What follows belongs to an exercise in optimizing a design on an open flow for small area, a short achievable clock period and few clock cycles per item; a production flow would make more cautious choices. The RTL was checked by simulation tests, not by an equivalence proof against the original design.

==> job 7656: inputs <==
==> flow/design.v <==
package sac_pkg;
    localparam int ADDR_W       = 16;
    localparam int MAX_SET_BITS = 4;
    localparam int MAX_WAY_BITS = 3;
    localparam int SET_W        = MAX_SET_BITS;
    localparam int WAY_W        = MAX_WAY_BITS;
    localparam int NUM_SETS     = 1 << MAX_SET_BITS;
    localparam int NUM_WAYS     = 1 << MAX_WAY_BITS;
    localparam int TAG_W        = 16;
    localparam int RANK_W       = 3;
    localparam int CNT_W        = 32;
    localparam int CFG_IDX_W    = 3;
    localparam int CFG_DATA_W   = 5;
endpackage
module sac_cfg_regs (
    input  logic                           i_clk,
    input  logic                           i_rst_n,
    input  logic                           i_cfg_we,
    input  logic [sac_pkg::CFG_IDX_W-1:0]  i_cfg_index,
    input  logic [sac_pkg::CFG_DATA_W-1:0] i_cfg_data,
    output logic [4:0]                     o_addr_bits,
    output logic [2:0]                     o_set_bits,
    output logic [1:0]                     o_way_bits,
    output logic [3:0]                     o_offset_bits,
    output logic                           o_policy
);
    logic [4:0]       r_addr_bits;
    logic [2:0]       r_set_bits;
    logic [1:0]       r_way_bits;
    logic [3:0]       r_offset_bits;
    logic             r_policy;
    always_ff @(posedge i_clk) begin
        if (!i_rst_n) begin
            r_addr_bits   <= 5'd16;
            r_set_bits    <= 3'd2;
            r_way_bits    <= 2'd1;
            r_offset_bits <= 4'd4;
            r_policy      <= 1'b0;
        end else if (i_cfg_we) begin
            case (i_cfg_index)
                3'd0: r_addr_bits   <= i_cfg_data[4:0];
                3'd1: r_set_bits    <= i_cfg_data[2:0];
                3'd2: r_way_bits    <= i_cfg_data[1:0];
                3'd3: r_offset_bits <= i_cfg_data[3:0];
                3'd4: r_policy      <= i_cfg_data[0];
                default: ;
            endcase
        end
    end
    assign o_addr_bits   = (r_addr_bits > 5'd16) ? 5'd16 : r_addr_bits;
    assign o_set_bits    = (r_set_bits > 3'd4) ? 3'd4 : r_set_bits;
    assign o_way_bits    = r_way_bits;
    assign o_offset_bits = r_offset_bits;
    assign o_policy      = r_policy;
endmodule
module set_assoc_cache_hit_miss_top (
    input  logic                           i_clk,
    input  logic                           i_rst_n,
    input  logic                           i_cfg_we,
    input  logic [sac_pkg::CFG_IDX_W-1:0]  i_cfg_index,
    input  logic [sac_pkg::CFG_DATA_W-1:0] i_cfg_data,
    input  logic                           start,
    output logic                           busy,
    input  logic [sac_pkg::ADDR_W-1:0]     i_address,
    output logic                           o_result_valid,
    output logic                           o_hit,
    output logic [sac_pkg::SET_W-1:0]      o_set_index,
    output logic [sac_pkg::TAG_W-1:0]      o_tag_value,
    output logic [sac_pkg::WAY_W-1:0]      o_way_used,
    output logic [sac_pkg::CNT_W-1:0]      o_hit_count,
    output logic [sac_pkg::CNT_W-1:0]      o_miss_count
);
    localparam int ADDR_W = sac_pkg::ADDR_W;
    localparam int SET_W  = sac_pkg::SET_W;
    localparam int TAG_W  = sac_pkg::TAG_W;
    localparam int WAY_W  = sac_pkg::WAY_W;
    localparam int CNT_W  = sac_pkg::CNT_W;
    localparam int NS     = sac_pkg::NUM_SETS;
    localparam int NW     = sac_pkg::NUM_WAYS;
    localparam int RW     = sac_pkg::RANK_W;
    localparam int ROW_W  = NW * (TAG_W + RW + 1);
    logic [4:0] cfg_addr_bits;
    logic [2:0] cfg_set_bits;
    logic [1:0] cfg_way_bits;
    logic [3:0] cfg_offset_bits;
    logic       cfg_policy;
    sac_cfg_regs u_cfg (
        .i_clk         (i_clk),
        .i_rst_n       (i_rst_n),
        .i_cfg_we      (i_cfg_we),
        .i_cfg_index   (i_cfg_index),
        .i_cfg_data    (i_cfg_data),
        .o_addr_bits   (cfg_addr_bits),
        .o_set_bits    (cfg_set_bits),
        .o_way_bits    (cfg_way_bits),
        .o_offset_bits (cfg_offset_bits),
        .o_policy      (cfg_policy)
    );
    logic [NW-1:0] act;
    assign act = {{4{cfg_way_bits == 2'd3}}, {2{cfg_way_bits[1]}},
                  cfg_way_bits != 2'd0, 1'b1};
    logic [NS-1:0][NW-1:0][TAG_W-1:0] r_tags;
    logic [NS-1:0][NW-1:0][RW-1:0]    r_ranks;
    logic [NS-1:0][NW-1:0]            r_valid;
    assign busy = 1'b0;
    logic [ADDR_W:0]   addr_mask;
    logic [ADDR_W-1:0] addr_cut;
    logic [ADDR_W-1:0] addr_shift;
    logic [SET_W:0]    set_mask;
    logic [4:0]        tag_shift;
    logic [SET_W-1:0]  s2_set;
    logic [TAG_W-1:0]  s2_tag;
    always_comb begin
        addr_mask  = ((ADDR_W+1)'(1) << cfg_addr_bits) - (ADDR_W+1)'(1);
        addr_cut   = i_address & addr_mask[ADDR_W-1:0];
        addr_shift = addr_cut >> cfg_offset_bits;
        set_mask   = ((SET_W+1)'(1) << cfg_set_bits) - (SET_W+1)'(1);
        s2_set     = addr_shift[SET_W-1:0] & set_mask[SET_W-1:0];
        tag_shift  = {1'b0, cfg_offset_bits} + {2'b0, cfg_set_bits};
        s2_tag     = TAG_W'(addr_cut >> tag_shift);
    end
    logic             r2_v;
    logic [SET_W-1:0] r2_set;
    logic [TAG_W-1:0] r2_tag;
    always_ff @(posedge i_clk) begin
        r2_v   <= i_rst_n & start;
        r2_set <= s2_set;
        r2_tag <= s2_tag;
    end
    logic [NS-1:0]            s2_set_oh;
    logic [NS-1:0]            r2_set_oh;
    always_comb begin
        for (int s = 0; s < NS; s++) begin
            s2_set_oh[s] = (s2_set == SET_W'(s));
        end
    end
    always_ff @(posedge i_clk) begin
        r2_set_oh <= s2_set_oh;
    end
    logic [ROW_W-1:0]         row;
    logic [NW-1:0][TAG_W-1:0] row_tags;
    logic [NW-1:0][RW-1:0]    row_ranks;
    logic [NW-1:0]            row_valid;
    logic [NW-1:0]            s3_hv;
    always_comb begin
        row = '0;
        for (int s = 0; s < NS; s++) begin
            if (r2_set_oh[s]) begin
                row = row | {r_valid[s], r_ranks[s], r_tags[s]};
            end
        end
        {row_valid, row_ranks, row_tags} = row;
        for (int w = 0; w < NW; w++) begin
            s3_hv[w] = row_valid[w] && (row_tags[w] == r2_tag);
        end
    end
    logic [NW-1:0]         used_oh;
    logic [NW-1:0][RW-1:0] new_ranks;
    logic [NW-1:0]         new_valid;
    logic                  fwd;
    logic                  teq;
    logic                  r3_v;
    logic [SET_W-1:0]      r3_set;
    logic [NS-1:0]         r3_set_oh;
    logic [TAG_W-1:0]      r3_tag;
    logic [NW-1:0]         r3_hv;
    logic [NW-1:0][RW-1:0] r3_ranks;
    logic [NW-1:0]         r3_valid;
    assign fwd = r3_v && (r3_set == r2_set);
    assign teq = (r3_tag == r2_tag);
    always_ff @(posedge i_clk) begin
        r3_v      <= i_rst_n & r2_v;
        r3_set    <= r2_set;
        r3_set_oh <= r2_set_oh;
        r3_tag    <= r2_tag;
        if (fwd) begin
            r3_hv    <= (s3_hv & ~used_oh) | (used_oh & {NW{teq}});
            r3_ranks <= new_ranks;
            r3_valid <= new_valid;
        end else begin
            r3_hv    <= s3_hv;
            r3_ranks <= row_ranks;
            r3_valid <= row_valid;
        end
    end
    logic [NW-1:0]         hv;
    logic [NW-1:0]         vl;
    logic [NW-1:0][RW-1:0] rk;
    logic [NW-1:0]         hit_vec;
    logic [NW-1:0]         emp_vec;
    logic [NW-1:0]         hit_oh;
    logic [NW-1:0]         emp_oh;
    logic [NW-1:0]         vic_oh;
    logic [NW-1:0][NW-1:0] gt;         
    logic [NW-1:0]         below_hit;  
    logic [NW-1:0]         below_vic;  
    logic [NW-1:0]         below;      
    logic [NW-1:0]         inc;
    logic                  hit;
    logic                  empty;
    logic                  touch;
    logic                  vic_ok;
    logic [WAY_W-1:0]      used;
    always_comb begin
        hv = r3_hv;
        vl = r3_valid;
        rk = r3_ranks;
        hit_vec = act & hv;
        emp_vec = act & ~vl;
        hit     = |hit_vec;
        empty   = |emp_vec;
        for (int w = 0; w < NW; w++) begin
            hit_oh[w] = hit_vec[w];
            emp_oh[w] = emp_vec[w];
            for (int v = 0; v < w; v++) begin
                hit_oh[w] = hit_oh[w] && !hit_vec[v];
                emp_oh[w] = emp_oh[w] && !emp_vec[v];
            end
        end
        for (int k = 0; k < NW; k++) begin
            for (int m = 0; m < NW; m++) begin
                gt[k][m] = rk[k] > rk[m];
            end
        end
        for (int w = 0; w < NW; w++) begin
            vic_ok = act[w];
            for (int v = 0; v < NW; v++) begin
                if (v < w) vic_ok = vic_ok && (!act[v] || gt[w][v]);
                if (v > w) vic_ok = vic_ok && (!act[v] || !gt[v][w]);
            end
            vic_oh[w] = vic_ok;
        end
        for (int k = 0; k < NW; k++) begin
            below_hit[k] = 1'b0;
            below_vic[k] = 1'b0;
            for (int m = 0; m < NW; m++) begin
                below_hit[k] = below_hit[k] || (hit_oh[m] && gt[m][k]);
                below_vic[k] = below_vic[k] || (act[m] && gt[m][k]);
            end
            below[k] = hit ? below_hit[k] : (empty || below_vic[k]);
            inc[k]   = act[k] && vl[k] && below[k] && (rk[k] != '1);
        end
        used_oh = hit ? hit_oh : (empty ? emp_oh : vic_oh);
        touch   = !hit || !cfg_policy;
        for (int k = 0; k < NW; k++) begin
            if (touch && used_oh[k]) begin
                new_ranks[k] = '0;
            end else if (touch && inc[k]) begin
                new_ranks[k] = rk[k] + RW'(1);
            end else begin
                new_ranks[k] = rk[k];
            end
        end
        new_valid = vl | used_oh;
        used = '0;
        for (int w = 0; w < NW; w++) begin
            if (used_oh[w]) used = used | WAY_W'(w);
        end
    end
    always_ff @(posedge i_clk) begin
        for (int s = 0; s < NS; s++) begin
            if (r3_v && r3_set_oh[s]) begin
                r_ranks[s] <= new_ranks;
                for (int w = 0; w < NW; w++) begin
                    if (!hit && used_oh[w]) begin
                        r_tags[s][w] <= r3_tag;
                    end
                end
            end
        end
    end
    always_ff @(posedge i_clk) begin
        if (!i_rst_n) begin
            r_valid <= '0;
        end else begin
            for (int s = 0; s < NS; s++) begin
                if (r3_v && r3_set_oh[s]) begin
                    r_valid[s] <= new_valid;
                end
            end
        end
    end
    logic [CNT_W-1:0] r_hits;
    logic [CNT_W-1:0] r_misses;
    logic             r_out_valid;
    logic             r_out_hit;
    logic [SET_W-1:0] r_out_set;
    logic [TAG_W-1:0] r_out_tag;
    logic [WAY_W-1:0] r_out_way;
    always_ff @(posedge i_clk) begin
        if (!i_rst_n) begin
            r_hits      <= '0;
            r_misses    <= '0;
            r_out_valid <= 1'b0;
        end else begin
            r_out_valid <= r3_v;
            if (r3_v) begin
                if (hit && (r_hits != '1)) r_hits <= r_hits + CNT_W'(1);
                if (!hit && (r_misses != '1)) r_misses <= r_misses + CNT_W'(1);
            end
        end
    end
    always_ff @(posedge i_clk) begin
        r_out_hit <= hit;
        r_out_set <= r3_set;
        r_out_tag <= r3_tag;
        r_out_way <= used;
    end
    assign o_result_valid = r_out_valid;
    assign o_hit          = r_out_hit;
    assign o_set_index    = r_out_set;
    assign o_tag_value    = r_out_tag;
    assign o_way_used     = r_out_way;
    assign o_hit_count    = r_hits;
    assign o_miss_count   = r_misses;
endmodule
==> flow/flow/run.sh <==
#!/bin/bash
# The standard layout, with the timing repair steps aiming for a setup slack of
# SETUP_SLACK_MARGIN ns at the design's clock period (the constraints are unchanged).
set -euo pipefail
bash standard.sh SETUP_SLACK_MARGIN=9 finish > flow_make.log 2>&1
==> flow/standard.sh <==
#!/bin/bash
# synth_recipe.tcl (not shown) runs the flow's synth.tcl, then flattens the netlist and writes it again
# the make line also repeats each setting of config.mk as NAME=value (left out here)
make -C /OpenROAD-flow-scripts/flow DESIGN_CONFIG=/design/flow/config.mk WORK_HOME=/design/flow/orfs CLKGATE_MAP_FILE= SYNTH_SCRIPT=/design/flow/synth_recipe.tcl "${@:-finish}"
==> flow/config.mk <==
export PLATFORM = sky130hd
export DESIGN_NAME = set_assoc_cache_hit_miss_top
export DESIGN_NICKNAME = set_assoc_cache_hit_miss_top
export VERILOG_FILES = /design/flow/design.v
export SDC_FILE = /design/flow/constraint.sdc
export NUM_CORES = 4
export LEC_CHECK = 0
export CAP_MARGIN = 20
export CORE_MARGIN = 2
export CORE_UTILIZATION = 40
export SLEW_MARGIN = 20
==> flow/constraint.sdc <==
create_clock -name core_clock -period 13.0 [get_ports {i_clk}]
set_input_delay 2.6000 -clock core_clock [delete_from_list [all_inputs] [get_ports {i_clk}]]
set_output_delay 2.6000 -clock core_clock [all_outputs]
set_load 0.01 [all_outputs]
==> inputs of job 2341, as changes to job 7656 <==
--- a/flow/design.v
+++ b/flow/design.v
@@ -105,2 +105,8 @@
     assign busy = 1'b0;
+    logic              r1_v;
+    logic [ADDR_W-1:0] r1_addr;
+    always_ff @(posedge i_clk) begin
+        r1_v    <= i_rst_n & start;
+        r1_addr <= i_address;
+    end
     logic [ADDR_W:0]   addr_mask;
@@ -114,3 +120,3 @@
         addr_mask  = ((ADDR_W+1)'(1) << cfg_addr_bits) - (ADDR_W+1)'(1);
-        addr_cut   = i_address & addr_mask[ADDR_W-1:0];
+        addr_cut   = r1_addr & addr_mask[ADDR_W-1:0];
         addr_shift = addr_cut >> cfg_offset_bits;
@@ -125,3 +131,3 @@
     always_ff @(posedge i_clk) begin
-        r2_v   <= i_rst_n & start;
+        r2_v   <= i_rst_n & r1_v;
         r2_set <= s2_set;
==> flow/run.sh (new file) <==
#!/bin/bash
# synth_recipe.tcl (not shown) runs the flow's synth.tcl, then flattens the netlist and writes it again
# the make line also repeats each setting of config.mk as NAME=value (left out here)
make -C /OpenROAD-flow-scripts/flow DESIGN_CONFIG=/design/flow/config.mk WORK_HOME=/design/flow/orfs CLKGATE_MAP_FILE= SYNTH_SCRIPT=/design/flow/synth_recipe.tcl finish
removed: flow/flow/run.sh
removed: flow/standard.sh
==> inputs of job 9405, as changes to job 7656 <==
--- a/flow/design.v
+++ b/flow/design.v
@@ -163,3 +163,2 @@
     logic [SET_W-1:0]      r3_set;
-    logic [NS-1:0]         r3_set_oh;
     logic [TAG_W-1:0]      r3_tag;
@@ -173,3 +172,2 @@
         r3_set    <= r2_set;
-        r3_set_oh <= r2_set_oh;
         r3_tag    <= r2_tag;
@@ -261,3 +259,3 @@
         for (int s = 0; s < NS; s++) begin
-            if (r3_v && r3_set_oh[s]) begin
+            if (r3_v && (r3_set == SET_W'(s))) begin
                 r_ranks[s] <= new_ranks;
@@ -276,3 +274,3 @@
             for (int s = 0; s < NS; s++) begin
-                if (r3_v && r3_set_oh[s]) begin
+                if (r3_v && (r3_set == SET_W'(s))) begin
                     r_valid[s] <= new_valid;
CTS_CLUSTER_DIAMETER = 135   (was default)
CTS_CLUSTER_SIZE = 27   (was default)
==> reports/metrics.sh <==
CLOCK_SKEW_PS=113
MAX_SLEW.WORST_PIN.SLEW_PS=1160
MUXSHAREOFSYNTHAREA=0.00620
SYNTH.DISTINCT_CELLS=97
STATUS='finished clean'
FMAXACHIEVABLE_MHz=202
PG_CLK_mW=7.90
-- figures above: job 2341

==> reports/metrics.sh <==
FMAXACHIEVABLE_MHz=242
PG_CLK_mW=4.42
MAX_SLEW.WORST_PIN.SLEW_PS=1170
STATUS='finished clean'
CLOCK_SKEW_PS=124
DEEPEST_CLOCK_PATH_BUFFER_COUNT=3
MUXSHAREOFSYNTHAREA=0.00672
SYNTH.DISTINCT_CELLS=97
WORST_SETUP_PATH_START_KIND='register'
-- figures above: job 9405

==> reports/metrics.sh <==
STATUS='finished clean'
MAX_SLEW.WORST_PIN.SLEW_PS=1190
FMAXACHIEVABLE_MHz=249
SYNTH.DISTINCT_CELLS=96
-- figures above: job 7656

Testbench counts of job 7656, summed over its fixed seeds: cycles 48,432, items 48,000.
Testbench counts of job 2341, summed over its fixed seeds: cycles 48,576, items 48,000.
Testbench counts of job 9405, summed over its fixed seeds: cycles 48,432, items 48,000.

[what the ideal ports hide]
Ports are ideal in the flow. The routed layouts listed here were re-timed in OpenROAD. Step 1 sets driving cells, clkbuf_16 on the clock port and buf_2 on the other inputs (assumed; they add their load-dependent delay and slew). Step 2, shift: input delay + t, output delay - t, t = (earliest + latest rising clock arrival at the registers) / 2. This alone moves slack from input paths to output paths. Three values: ideal ports, drivers, drivers and shift; two values: the first two.
run | t, ns | slack for setup (ns) | latest minus earliest clock arrival (ns) | cell pins on the clock port's net
job 7656 | 0.999 | 8.977 / 8.882 / 8.137 | 0.079 / 0.079 | 1
job 2341 | 1.010 | 8.061 / 8.061 / 8.061 | 0.114 / 0.114 | 1
job 9405 | 0.922 | 8.874 / 8.874 / 8.142 | 0.124 / 0.124 | 1
After both steps every run listed still meets setup and hold. The setup slack of job 7656, which loses most, moves by -0.095 ns with the drivers and by -0.840 ns with both steps.
